Context: an optimization exercise on an open-source flow, tuned for small area, a short achievable clock period and few clock cycles per item. The choices shown serve that exercise and are no tape-out recipe.
The RTL was checked by simulation tests, not by an equivalence proof against the original design.
No activity file was given, so power comes from the tool's default toggle rates.

==> run a <==
==> flow/design.v <==
package lbbc_pkg;
	localparam int SLOT_COUNT     = 32;
	localparam int SLOT_BITS      = 5;
	localparam int TAG_BITS       = 40;    
	localparam int REF_BITS       = 8;
	localparam int DCNT_BITS      = 6;
	localparam logic [DCNT_BITS-1:0] FLUSH_THRESHOLD_RESET = 6'd29;
	localparam logic [REF_BITS-1:0]  REF_MAX = 8'hFF;
	localparam logic [1:0] OP_GET      = 2'd0;
	localparam logic [1:0] OP_RELEASE  = 2'd1;
	localparam logic [1:0] OP_MARK     = 2'd2;
	localparam logic [1:0] OP_TRANSFER = 2'd3;
	localparam logic [1:0] ST_OK     = 2'd0;
	localparam logic [1:0] ST_NOFREE = 2'd1;
	localparam logic [1:0] ST_NOREF  = 2'd2;
	localparam logic [1:0] ST_SATUR  = 2'd3;
endpackage
module lbbc_ctrl (
	input  logic        clk,
	input  logic        arst_n,
	input  logic        push,
	input  logic [15:0] push_data,
	output logic        space,
	output logic        space_n,    
	output logic        out_valid,
	input  logic        out_ready,
	output logic [15:0] out_data
);
	logic        h_valid, t_valid, h_n, t_n;
	logic [15:0] t_data;
	logic        pop;
	assign pop   = h_valid && out_ready;
	always_comb begin
		h_n = h_valid;
		t_n = t_valid;
		if (pop) begin
			h_n = t_valid || push;
			t_n = t_valid && push;
		end else if (!h_valid) begin
			h_n = push;
		end else if (push) begin
			t_n = 1'b1;
		end
	end
	assign space_n = !(h_n && t_n);
	always_ff @(posedge clk or negedge arst_n) begin
		if (!arst_n) begin
			h_valid   <= 1'b0;
			out_valid <= 1'b0;
			t_valid   <= 1'b0;
			space     <= 1'b1;
		end else begin
			h_valid   <= h_n;
			out_valid <= push || t_valid || (out_valid && !out_ready);
			t_valid   <= t_n;
			space     <= space_n;
		end
	end
	always_ff @(posedge clk) begin
		if (pop) begin
			out_data <= t_valid ? t_data : push_data;
			if (t_valid) t_data <= push_data;
		end else if (!h_valid) begin
			out_data <= push_data;
		end else if (!t_valid) begin
			t_data <= push_data;
		end
	end
endmodule
import lbbc_pkg::*;
module lbbc_datapath (
	input  logic                  clk,
	input  logic                  arst_n,
	input  logic [SLOT_COUNT-1:0] prom,
	input  logic [SLOT_COUNT-1:0] set,
	output logic [SLOT_COUNT-1:0] sel
);
	logic [SLOT_COUNT*SLOT_COUNT-1:0] older;
	for (genvar a = 0; a < SLOT_COUNT; a++) begin : g_row
		for (genvar b = 0; b < SLOT_COUNT; b++) begin : g_col
			if (a < b) begin : g_bit
				logic n_q;
				always_ff @(posedge clk or negedge arst_n) begin
					if (!arst_n) n_q <= 1'b0;
					else if (prom[a]) n_q <= 1'b1;
					else if (prom[b]) n_q <= 1'b0;
				end
				assign older[a*SLOT_COUNT+b] = !n_q;
				assign older[b*SLOT_COUNT+a] = n_q;
			end else if (a == b) begin : g_diag
				assign older[a*SLOT_COUNT+b] = 1'b0;
			end
		end
	end
	always_comb begin
		for (int i = 0; i < SLOT_COUNT; i++) begin
			sel[i] = set[i];
			for (int j = 0; j < SLOT_COUNT; j++)
				if (j != i) sel[i] = sel[i] & (!set[j] | older[i*SLOT_COUNT+j]);
		end
	end
endmodule
import lbbc_pkg::*;
module lru_block_buffer_cache_unit (
	input  logic        clk,
	input  logic        arst_n,
	input  logic        s_axis_tvalid,
	output logic        s_axis_tready,
	input  logic [47:0] s_axis_tdata,   
	output logic        m_axis_tvalid,
	input  logic        m_axis_tready,
	output logic [15:0] m_axis_tdata,   
	input  logic        cfg_we,
	input  logic [5:0]  cfg_wdata
);
	logic [TAG_BITS-1:0]   tag_q [SLOT_COUNT];
	logic [SLOT_COUNT-1:0] tag_set_q, valid_q, dirty_q;
	logic [REF_BITS-1:0]   ref_q [SLOT_COUNT];
	logic [DCNT_BITS-1:0]  dcnt_q, thr_q;
	logic                  v1_q;
	logic [1:0]            op1_q;
	logic [TAG_BITS-1:0]   tag1_q;
	logic [SLOT_BITS-1:0]  slot1_q;
	logic                  v3_q;
	logic [1:0]            op3_q;
	logic [TAG_BITS-1:0]   tag3_q;
	logic                  slow3_q, single_q;
	logic [SLOT_COUNT-1:0] tgt3_q;
	logic                  q_space, q_space_n;
	logic                  go, exec, en3;
	logic                  v1_n, v3_n, slow3_n, single_n;
	logic                  rdy_q, go_q;
	logic rdy;
	assign s_axis_tready = rdy_q;
	logic up_q;   
	assign rdy  = up_q && (!v1_q || !v3_q || (q_space && !slow3_q));
	assign v1_n = rdy ? s_axis_tvalid : (v1_q && !en3);
	always_ff @(posedge clk or negedge arst_n) begin
		if (!arst_n) begin
			v1_q  <= 1'b0;
			rdy_q <= 1'b0;   
			up_q  <= 1'b0;
			go_q  <= 1'b0;
		end else begin
			v1_q  <= v1_n;
			up_q  <= 1'b1;
			rdy_q <= !v1_n || !v3_n || (q_space_n && !slow3_n);
			go_q  <= v3_n && q_space_n && (!slow3_n || single_n);
		end
	end
	always_ff @(posedge clk) begin
		if (rdy) begin
			op1_q   <= s_axis_tdata[1:0];
			tag1_q  <= s_axis_tdata[41:2];
			slot1_q <= s_axis_tdata[46:42];
		end
	end
	always_ff @(posedge clk or negedge arst_n) begin
		if (!arst_n) thr_q <= FLUSH_THRESHOLD_RESET;
		else if (cfg_we) thr_q <= cfg_wdata;
	end
	logic [SLOT_COUNT-1:0] alloc;
	logic                  z1, eq13;
	logic [SLOT_COUNT-1:0] tgt2;
	assign z1   = (tag1_q == '0);
	assign eq13 = (tag1_q == tag3_q);
	always_comb begin
		for (int i = 0; i < SLOT_COUNT; i++) begin
			if (op1_q != OP_GET)   tgt2[i] = (slot1_q == SLOT_BITS'(i));
			else if (alloc[i])     tgt2[i] = eq13;
			else if (!tag_set_q[i]) tgt2[i] = z1;
			else                   tgt2[i] = (tag_q[i] == tag1_q);
		end
	end
	logic                  is_get3, is_rel3, is_mark3, is_xfer3, hit3;
	logic [SLOT_COUNT-1:0] nz, one, full, net_set, oldest, rem, gvec, prom;
	logic [SLOT_COUNT-1:0] free, free_n, net_q, net_n, tgt3_n;
	logic                  use_set, use_set_n, any_free;
	logic                  t_nz, t_full, t_valid, t_dirty, t_nzclean;
	logic [SLOT_BITS-1:0]  gslot;
	logic [1:0]            r_st;
	logic [SLOT_BITS-1:0]  r_slot;
	logic                  r_hit, r_nr, r_fl;
	logic [DCNT_BITS-1:0]  dcnt_n;
	logic                  dcnt_inc, dcnt_dec;
	assign is_get3  = (op3_q == OP_GET);
	assign is_rel3  = (op3_q == OP_RELEASE);
	assign is_mark3 = (op3_q == OP_MARK);
	assign is_xfer3 = (op3_q == OP_TRANSFER);
	assign hit3     = |tgt3_q;
	assign go   = go_q;
	assign exec = go;
	assign en3  = !v3_q || go;
	always_comb begin
		for (int i = 0; i < SLOT_COUNT; i++) begin
			nz[i]   = (ref_q[i] != '0);
			one[i]  = (ref_q[i] == REF_BITS'(1));
			full[i] = (ref_q[i] == REF_MAX);
			free[i] = !nz[i] && !dirty_q[i];
		end
	end
	always_comb begin
		for (int i = 0; i < SLOT_COUNT; i++) begin
			free_n[i] = free[i];
			if (alloc[i]) free_n[i] = 1'b0;
			if (go && tgt3_q[i]) begin
				if (is_get3) free_n[i] = 1'b0;
				if (is_rel3 && one[i]) free_n[i] = !dirty_q[i];
				if (is_xfer3) free_n[i] = !nz[i];
			end
		end
	end
	assign use_set_n = slow3_n && !single_n;
	assign any_free  = |free;
	assign use_set   = slow3_q && !single_q;
	assign net_set   = net_q;
	always_ff @(posedge clk or negedge arst_n) begin
		if (!arst_n) net_q <= '1;
		else net_q <= net_n;
	end
	assign prom = {SLOT_COUNT{go && is_rel3}} & tgt3_q & one;
	lbbc_datapath u_age (
		.clk    (clk),
		.arst_n (arst_n),
		.prom   (prom),
		.set    (net_set),
		.sel    (oldest)
	);
	assign rem   = net_q & ~oldest;
	assign alloc = {SLOT_COUNT{go && is_get3 && !hit3}} & oldest;
	assign t_nz      = |(tgt3_q & nz);
	assign t_full    = |(tgt3_q & full);
	assign t_valid   = |(tgt3_q & valid_q);
	assign t_dirty   = |(tgt3_q & dirty_q);
	assign t_nzclean = |(tgt3_q & nz & ~dirty_q);
	assign gvec = hit3 ? tgt3_q : oldest;
	always_comb begin
		gslot = '0;
		for (int i = 0; i < SLOT_COUNT; i++)
			if (gvec[i]) gslot = gslot | SLOT_BITS'(i);
	end
	assign dcnt_inc = is_mark3 && t_nzclean;
	assign dcnt_dec = is_xfer3 && t_dirty;
	assign dcnt_n   = dcnt_inc ? dcnt_q + 1'b1 : dcnt_dec ? dcnt_q - 1'b1 : dcnt_q;
	always_comb begin
		r_st = ST_OK; r_slot = '0; r_hit = 1'b0; r_nr = 1'b0; r_fl = 1'b0;
		case (op3_q)
			OP_GET: begin
				r_fl = (dcnt_q >= thr_q);
				if (hit3) begin
					r_slot = gslot;
					r_hit  = 1'b1;
					r_nr   = !t_valid;
					if (t_full) r_st = ST_SATUR;
				end else if (any_free) begin
					r_slot = gslot;
					r_nr   = 1'b1;
				end else begin
					r_st = ST_NOFREE;
				end
			end
			OP_RELEASE, OP_MARK: if (!t_nz) r_st = ST_NOREF;
			default: ;
		endcase
	end
	always_ff @(posedge clk or negedge arst_n) begin
		if (!arst_n) begin
			v3_q      <= 1'b0;
			dcnt_q    <= '0;
			tag_set_q <= '0;
			valid_q   <= '0;
			dirty_q   <= '0;
			for (int i = 0; i < SLOT_COUNT; i++) ref_q[i] <= '0;
		end else begin
			v3_q <= v3_n;
			if (go) dcnt_q <= dcnt_n;
			for (int i = 0; i < SLOT_COUNT; i++) begin
				if (alloc[i]) begin
					tag_set_q[i] <= 1'b1;
					valid_q[i]   <= 1'b0;
					ref_q[i]     <= REF_BITS'(1);
				end
				if (go && tgt3_q[i]) begin
					if (is_get3 && !full[i]) ref_q[i] <= ref_q[i] + 1'b1;
					if (is_rel3 && nz[i])    ref_q[i] <= ref_q[i] - 1'b1;
					if (is_mark3 && nz[i])   dirty_q[i] <= 1'b1;
					if (is_xfer3) begin
						dirty_q[i] <= 1'b0;
						valid_q[i] <= 1'b1;
					end
				end
			end
		end
	end
	always_ff @(posedge clk) begin
		for (int i = 0; i < SLOT_COUNT; i++)
			if (alloc[i]) tag_q[i] <= tag3_q;
		slow3_q  <= slow3_n;
		single_q <= single_n;
		tgt3_q   <= tgt3_n;
		if (en3) begin
			op3_q    <= op1_q;
			tag3_q   <= tag1_q;
		end
	end
	assign tgt3_n   = en3 ? tgt2 : use_set ? oldest : tgt3_q;
	assign net_n    = en3 ? (slow3_n ? tgt2 : free_n)
	                      : use_set ? (rem | (free_n & {SLOT_COUNT{!(|net_q)}})) : free_n;
	assign v3_n     = en3 ? v1_q : v3_q;
	assign slow3_n  = en3 ? ((op1_q == OP_GET) && z1) : slow3_q;
	assign single_n = en3 ? 1'b0 : use_set ? !(|rem) : single_q;
	lbbc_ctrl u_q (
		.clk       (clk),
		.arst_n    (arst_n),
		.push      (exec),
		.push_data ({dcnt_n, r_fl, r_nr, r_hit, r_slot, r_st}),
		.space     (q_space),
		.space_n   (q_space_n),
		.out_valid (m_axis_tvalid),
		.out_ready (m_axis_tready),
		.out_data  (m_axis_tdata)
	);
endmodule
==> flow/flow/run.sh <==
#!/bin/bash
# Standard synthesis unchanged; the rest of the standard layout with timing
# repair asked for a larger setup margin, so that it keeps improving paths
# well past the 13 ns clock.
set -euo pipefail
bash standard.sh synth > synth.log 2>&1
bash standard.sh SETUP_SLACK_MARGIN=9.3 finish > layout.log 2>&1
==> flow/standard.sh <==
#!/bin/bash
# synth_recipe.tcl (not shown) runs the flow's synth.tcl, then flattens the netlist and writes it again
# the make line also repeats each setting of config.mk as NAME=value (left out here)
make -C /OpenROAD-flow-scripts/flow DESIGN_CONFIG=/design/flow/config.mk WORK_HOME=/design/flow/orfs CLKGATE_MAP_FILE= SYNTH_SCRIPT=/design/flow/synth_recipe.tcl "${@:-finish}"
==> flow/config.mk <==
export PLATFORM = sky130hd
export DESIGN_NAME = lru_block_buffer_cache_unit
export DESIGN_NICKNAME = lru_block_buffer_cache_unit
export VERILOG_FILES = /design/flow/design.v
export SDC_FILE = /design/flow/constraint.sdc
export NUM_CORES = 4
export LEC_CHECK = 0
export ABC_CLOCK_PERIOD_IN_PS = 4000
export CAP_MARGIN = 20
export CORE_MARGIN = 2
export CORE_UTILIZATION = 35
export CTS_CLUSTER_DIAMETER = 120
export CTS_CLUSTER_SIZE = 18
export PLACE_DENSITY = 0.42
export SLEW_MARGIN = 20
==> flow/constraint.sdc <==
create_clock -name core_clock -period 13.0 [get_ports {clk}]
set_input_delay 2.6000 -clock core_clock [delete_from_list [all_inputs] [get_ports {clk}]]
set_output_delay 2.6000 -clock core_clock [all_outputs]
set_load 0.01 [all_outputs]
==> inputs of run b, as changes to run a <==
--- a/flow/design.v
+++ b/flow/design.v
@@ -174,7 +174,7 @@
 	end
 	logic                  is_get3, is_rel3, is_mark3, is_xfer3, hit3;
 	logic [SLOT_COUNT-1:0] nz, one, full, net_set, oldest, rem, gvec, prom;
-	logic [SLOT_COUNT-1:0] free, free_n, net_q, net_n, tgt3_n;
+	logic [SLOT_COUNT-1:0] free_q, free_n, net_q, net_n, tgt3_n;
 	logic                  use_set, use_set_n, any_free;
 	logic                  t_nz, t_full, t_valid, t_dirty, t_nzclean;
 	logic [SLOT_BITS-1:0]  gslot;
@@ -196,12 +196,11 @@
 			nz[i]   = (ref_q[i] != '0);
 			one[i]  = (ref_q[i] == REF_BITS'(1));
 			full[i] = (ref_q[i] == REF_MAX);
-			free[i] = !nz[i] && !dirty_q[i];
 		end
 	end
 	always_comb begin
 		for (int i = 0; i < SLOT_COUNT; i++) begin
-			free_n[i] = free[i];
+			free_n[i] = free_q[i];
 			if (alloc[i]) free_n[i] = 1'b0;
 			if (go && tgt3_q[i]) begin
 				if (is_get3) free_n[i] = 1'b0;
@@ -211,12 +210,17 @@
 		end
 	end
 	assign use_set_n = slow3_n && !single_n;
-	assign any_free  = |free;
+	assign any_free  = |free_q;
 	assign use_set   = slow3_q && !single_q;
 	assign net_set   = net_q;
 	always_ff @(posedge clk or negedge arst_n) begin
-		if (!arst_n) net_q <= '1;
-		else net_q <= net_n;
+		if (!arst_n) begin
+			free_q <= '1;
+			net_q  <= '1;
+		end else begin
+			free_q <= free_n;
+			net_q  <= net_n;
+		end
 	end
 	assign prom = {SLOT_COUNT{go && is_rel3}} & tgt3_q & one;
 	lbbc_datapath u_age (
--- a/flow/config.mk
+++ b/flow/config.mk
@@ -9,7 +9,5 @@
 export CAP_MARGIN = 20
 export CORE_MARGIN = 2
 export CORE_UTILIZATION = 35
-export CTS_CLUSTER_DIAMETER = 120
-export CTS_CLUSTER_SIZE = 18
 export PLACE_DENSITY = 0.42
 export SLEW_MARGIN = 20
==> summary.txt <==
area fraction in compound gates after synthesis 11.13%; Final WS setup 8.883 ns; CTS sink cnt 2336; final WL 536.2 mm; Tightest Pin Transition 1.194 ns; DR WL met2 245.0 mm; Cell Int Power 0.01528 W; Die X 574.1 um; share of layout cells above drive strength 1 10.39%; Cell Count Post-Placement 14380; Initial DRC Count 11720; CP max stage delay 0.51 ns; bufs w/o clock 496; status timing/DRC/antenna clean; starting density of the core 35.14%
-- figures above: run a

==> summary.txt <==
starting density of the core 35.18%; share of layout cells above drive strength 1 12.98%; Final WS setup 8.817 ns; CTS sink cnt 2368; reg-to-reg slack, setup 9.07 ns; status timing/DRC/antenna clean; Die X 574.9 um; critical path cell sequence buf_6; Initial DRC Count 12410; Cell Int Power 0.01776 W; bufs w/o clock 607; CP max stage delay 0.50 ns; Tightest Pin Transition 1.276 ns
-- figures above: run b

Testbench counts of run a, summed over its fixed seeds: cycles 3,224, items 3,200.
Testbench counts of run b, summed over its fixed seeds: cycles 3,224, items 3,200.

-- what the ideal ports hide --
How much do the figures lean on ideal ports? The routed layouts below were timed once more, with nothing changed but the port constraints. Step 1 sets driving cells, clkbuf_16 on the clock port and buf_2 on the other inputs (assumed; they add their load-dependent delay and slew). Step 2 adds t to the input delays and takes it off the output delays; t is the mean of the earliest and latest rising clock arrival at the registers after step 1. Input paths then give back, and output paths get back, about the clock's delay inside the block. Three values: ideal, step 1, step 2; two values: the first two.
run | shift t [ns] | slack for setup (ns) | cell pins on the clock port's net
run a | 0.962 | 8.883 / 8.784 / 8.554 | 1
run b | 1.000 | 8.817 / 8.713 / 8.543 | 1
After both steps setup and hold are still met in every run listed. The setup slack of run a, which loses most, moves by -0.099 ns with the drivers and by -0.329 ns with both steps.
